From an optimization exercise on the open Yosys and OpenROAD flow, aimed at small area, a short achievable clock period and few clock cycles per item; shortcuts taken in it are not production practice.
Function was checked by simulation only, so behaviour that the tests miss may differ from the original.
Power figures rest on the tool's default switching activity, not on a simulated workload.

// keyed_count_table_top
module keyed_count_table_top #(
	parameter int ENTRIES    = kct_pkg::KCT_ENTRIES,
	parameter int KEY_BITS   = kct_pkg::KCT_KEY_BITS,
	parameter int COUNT_BITS = kct_pkg::KCT_COUNT_BITS
) (
	input  wire logic        clk,
	input  wire logic        arst_n,
	input  wire logic        in_valid,
	output logic             in_ready,
	input  wire logic [1:0]  req_type,
	input  wire logic [7:0]  item_key,
	input  wire logic [15:0] amount,
	output logic             out_valid,
	input  wire logic        out_ready,
	output logic [2:0]       status,
	output logic             enough,
	output logic [15:0]      held_count
);
==> flow/config.mk <==
export PLATFORM = sky130hd
export DESIGN_NAME = keyed_count_table_top
export DESIGN_NICKNAME = keyed_count_table_top
export VERILOG_FILES = /design/flow/design.v
export SDC_FILE = /design/flow/constraint.sdc
export NUM_CORES = 4
export LEC_CHECK = 0
export CAP_MARGIN = 20
export CORE_MARGIN = 2
export CORE_UTILIZATION = 40
export PLACE_DENSITY = 0.6
export SLEW_MARGIN = 20
==> flow/constraint.sdc <==
create_clock -name core_clock -period 8.0 [get_ports {clk}]
set_input_delay 1.6000 -clock core_clock [delete_from_list [all_inputs] [get_ports {clk}]]
set_output_delay 1.6000 -clock core_clock [all_outputs]
set_load 0.01 [all_outputs]
run.sh (not shown) runs the stock make flow with config.mk's settings and CLKGATE_MAP_FILE= SYNTH_SCRIPT=/design/flow/synth_recipe.tcl, a recipe that flattens the netlist after the stock synthesis.
The baseline ran to the end with no violations.
Testbench counts at the start, summed over its fixed seeds: cycles 12,016, items 12,000.
Change:
Settings changed: ABC_CLOCK_PERIOD_IN_PS set to 4000, SETUP_SLACK_MARGIN set to 4.0.
Effect: Cell count climbs by 9.2%; wire length climbs by 9.5%; sequential share of layout area drops by 7.9 points; count of clock-buffer cells in the layout drops by 4; maximum frequency climbs by 49%; hold slack degrades by 5.3 ps; worst setup slack improves by 2200 ps; clock power climbs by about 2%; total power climbs by 7.6%; final area climbs by 17%.
Change:
Settings changed: ABC_CLOCK_PERIOD_IN_PS 4000 to 3000, SETUP_SLACK_MARGIN 4.0 to 5.0.
After rerunning: The new run went through all stages and came out clean; total power climbs by 0.94%; wire length drops by 1.8%; synthesized cell count is unchanged; final area climbs by 2.4%; worst setup slack got worse by 38 ps; synthesized area does not change.

## build 64
Another version of the RTL of keyed_count_table_top (not shown whole).
Size: roughly 1,500 cells after synthesis, ~52 I/O pins, roughly 22,000 um^2 of cells after synthesis.
Settings: LEC_CHECK=0, CAP_MARGIN=20, CORE_MARGIN=2, CORE_UTILIZATION=45, CTS_CLUSTER_DIAMETER=150, CTS_CLUSTER_SIZE=26, PLACE_DENSITY=0.65, SETUP_SLACK_MARGIN=5.0, SLEW_MARGIN=20; clock period 8.0 ns.
Testbench counts of build 64, summed over its fixed seeds: cycles 12,024, items 12,000.
diff inputs: build 64 => build 95
-- flow/config.mk --
<<< build 64, line 9
export CORE_MARGIN = 2
export CORE_UTILIZATION = 45
export CTS_CLUSTER_DIAMETER = 150
export CTS_CLUSTER_SIZE = 26
export PLACE_DENSITY = 0.65
export SETUP_SLACK_MARGIN = 5.0
>>> build 95, line 9
export CORE_MARGIN = 2
export CORE_UTILIZATION = 40
export CTS_CLUSTER_DIAMETER = 150
export CTS_CLUSTER_SIZE = 22
export PLACE_DENSITY = 0.6
export SETUP_SLACK_MARGIN = 5.0
[summary]
or4_4 as the worst-path cell with the longest stage delay was reported by build 95, and edfxtp_1 by build 64. Taking build 95 as 1.0, build 64 lands at 0.852 on clock buffer count from CTS. Looking at final area, build 95 sits 140 um^2 higher than build 64 does. Compared with build 64, in build 95 wire length now larger, largest voltage drop on the vdd net now larger, post-layout utilization of the core now smaller, global-route usage now smaller. Sequential share of layout area for build 95: 0.33 points down relative to build 64. Relative to build 64, the routed length on met2 of build 95 is higher by 1.7%. Final worst clock skew: build 64 vs build 95 — no meaningful difference. Build 64 has a higher routed length per instance than build 95.
For build 92, these inputs were changed with respect to build 95:
-- flow/config.mk --
<<< build 95, line 11
export CTS_CLUSTER_DIAMETER = 150
export CTS_CLUSTER_SIZE = 22
export PLACE_DENSITY = 0.6
export SETUP_SLACK_MARGIN = 5.0
export SLEW_MARGIN = 20
>>> build 92, line 11
export CTS_CLUSTER_DIAMETER = 150
export CTS_CLUSTER_SIZE = 26
export PLACE_DENSITY = 0.6
export SETUP_SLACK_MARGIN = 4.8
export SLEW_MARGIN = 20
==> run notes <==
- Build 92 | stages: all done | timing, DRC, antenna: all pass
- Build 92 against build 95: number of nets in the layout shows a reduction of 2.2%; wire length reported by the detailed router went down 3.4%; clock buffer instance count of the final layout shows a reduction of 5.
- Build 92 vs. build 95: final worst-path setup slack went down by 0.055 ns.
- Sum of buffers and inverters on the critical path for build 92: 4 up relative to build 95
## Diff of input files: build 27 against build 92
-- flow/config.mk --
<<< build 92, line 13
export PLACE_DENSITY = 0.6
export SETUP_SLACK_MARGIN = 4.8
export SLEW_MARGIN = 20
>>> build 27, line 13
export PLACE_DENSITY = 0.6
export SETUP_SLACK_MARGIN = 4.3
export SLEW_MARGIN = 20
[summary]
Build 92 and build 27 all finish clean.
Per the comparison of build 27 with build 92, total internal power decreased about 8%; cell area after layout decreased 4.4%; core utilization decreased 2.1 points; setup slack after layout decreased 0.24 ns; path length in cells of the critical path decreased 6.
The critical path data arrival time of build 27 exceeds that of build 92 by 0.26 ns.
--- input diff build 27..build 62 ---
-- flow/config.mk --
<<< build 27, line 12
export CTS_CLUSTER_SIZE = 26
export PLACE_DENSITY = 0.6
export SETUP_SLACK_MARGIN = 4.3
export SLEW_MARGIN = 20
>>> build 62, line 12
export CTS_CLUSTER_SIZE = 26
export PLACE_DENSITY = 0.7
export SETUP_SLACK_MARGIN = 4.8
export SLEW_MARGIN = 20
==> comparison <==
Build 62 gives more layout-stage area growth over the synthesis result than build 27 did.
Of the two values seen for launch point of the critical path, x_held_q[6]$_SDFFCE_PP0P_ was produced by build 27 and x_held_q[0]$_SDFFCE_PP0P_ by build 62.
Compared build 62 vs build 27, and final design area excluding fillers is up in build 62.
The total wirelength of the detailed-routed design of build 62 was superior to that of build 27.
Core util | build 62 vs build 27 | build 62 higher
Measured against each other, build 62 and build 27 differ in path depth of the worst reg2reg path, the higher figure coming from build 62.
Sort build 62 and build 27 by total power draw desc -> top: build 62
### build 62 -> build 93
-- flow/config.mk --
<<< build 62, line 13
export PLACE_DENSITY = 0.7
export SETUP_SLACK_MARGIN = 4.8
export SLEW_MARGIN = 20
>>> build 93, line 13
export PLACE_DENSITY = 0.7
export SETUP_SLACK_MARGIN = 5.0
export SLEW_MARGIN = 20
--- outcome ---
Build 62 → build 93: critical path arrival lower; reported net switching power higher; buffers plus inverters on the worst setup path lower; core utilization higher.
In build 93, setup slack is higher than in build 62.
Switching share of total power: build 93 > build 62

==> re-timing with driven ports <==
Ports are ideal in the flow. The routed layouts listed here were re-timed in OpenROAD. Step 1, drivers: a clkbuf_16 drives clk and a buf_2 each remaining input, both assumed. Step 2 also shifts input and output timing later by t, the mid clock arrival at the registers, as if the neighbouring blocks saw the same clock. Three values: ideal ports, drivers, drivers and shift; two values: the first two.
| run | shift t [ns] | slack for setup (ns) | worst slew at a driven data input, ns | cell pins on the clock port's net |
|---|---|---|---|---|
| the first run of note 1 | 0.665 | 1.428 / 1.428 / 1.428 | 0.05 | 1 |
| the second run of note 1 | 0.664 | 3.590 / 3.590 / 3.517 | 0.04 | 1 |
| the third run of note 1 | 0.665 | 3.551 / 3.551 / 3.539 | 0.03 | 1 |
| build 64 | 0.620 | 4.751 / 4.751 / 4.496 | 0.05 | 1 |
| build 95 | 0.641 | 4.724 / 4.724 / 4.464 | 0.06 | 1 |
| build 92 | 0.629 | 4.669 / 4.669 / 4.569 | 0.05 | 1 |
| build 27 | 0.626 | 4.425 / 4.425 / 4.425 | 0.06 | 1 |
| build 62 | 0.629 | 4.720 / 4.720 / 4.513 | 0.06 | 1 |
| build 93 | 0.629 | 4.854 / 4.854 / 4.474 | 0.05 | 1 |
After both steps every run listed still meets setup and hold. For build 93, which loses most, drivers alone change the setup slack by 0.000 ns; drivers and shift together by -0.380 ns.
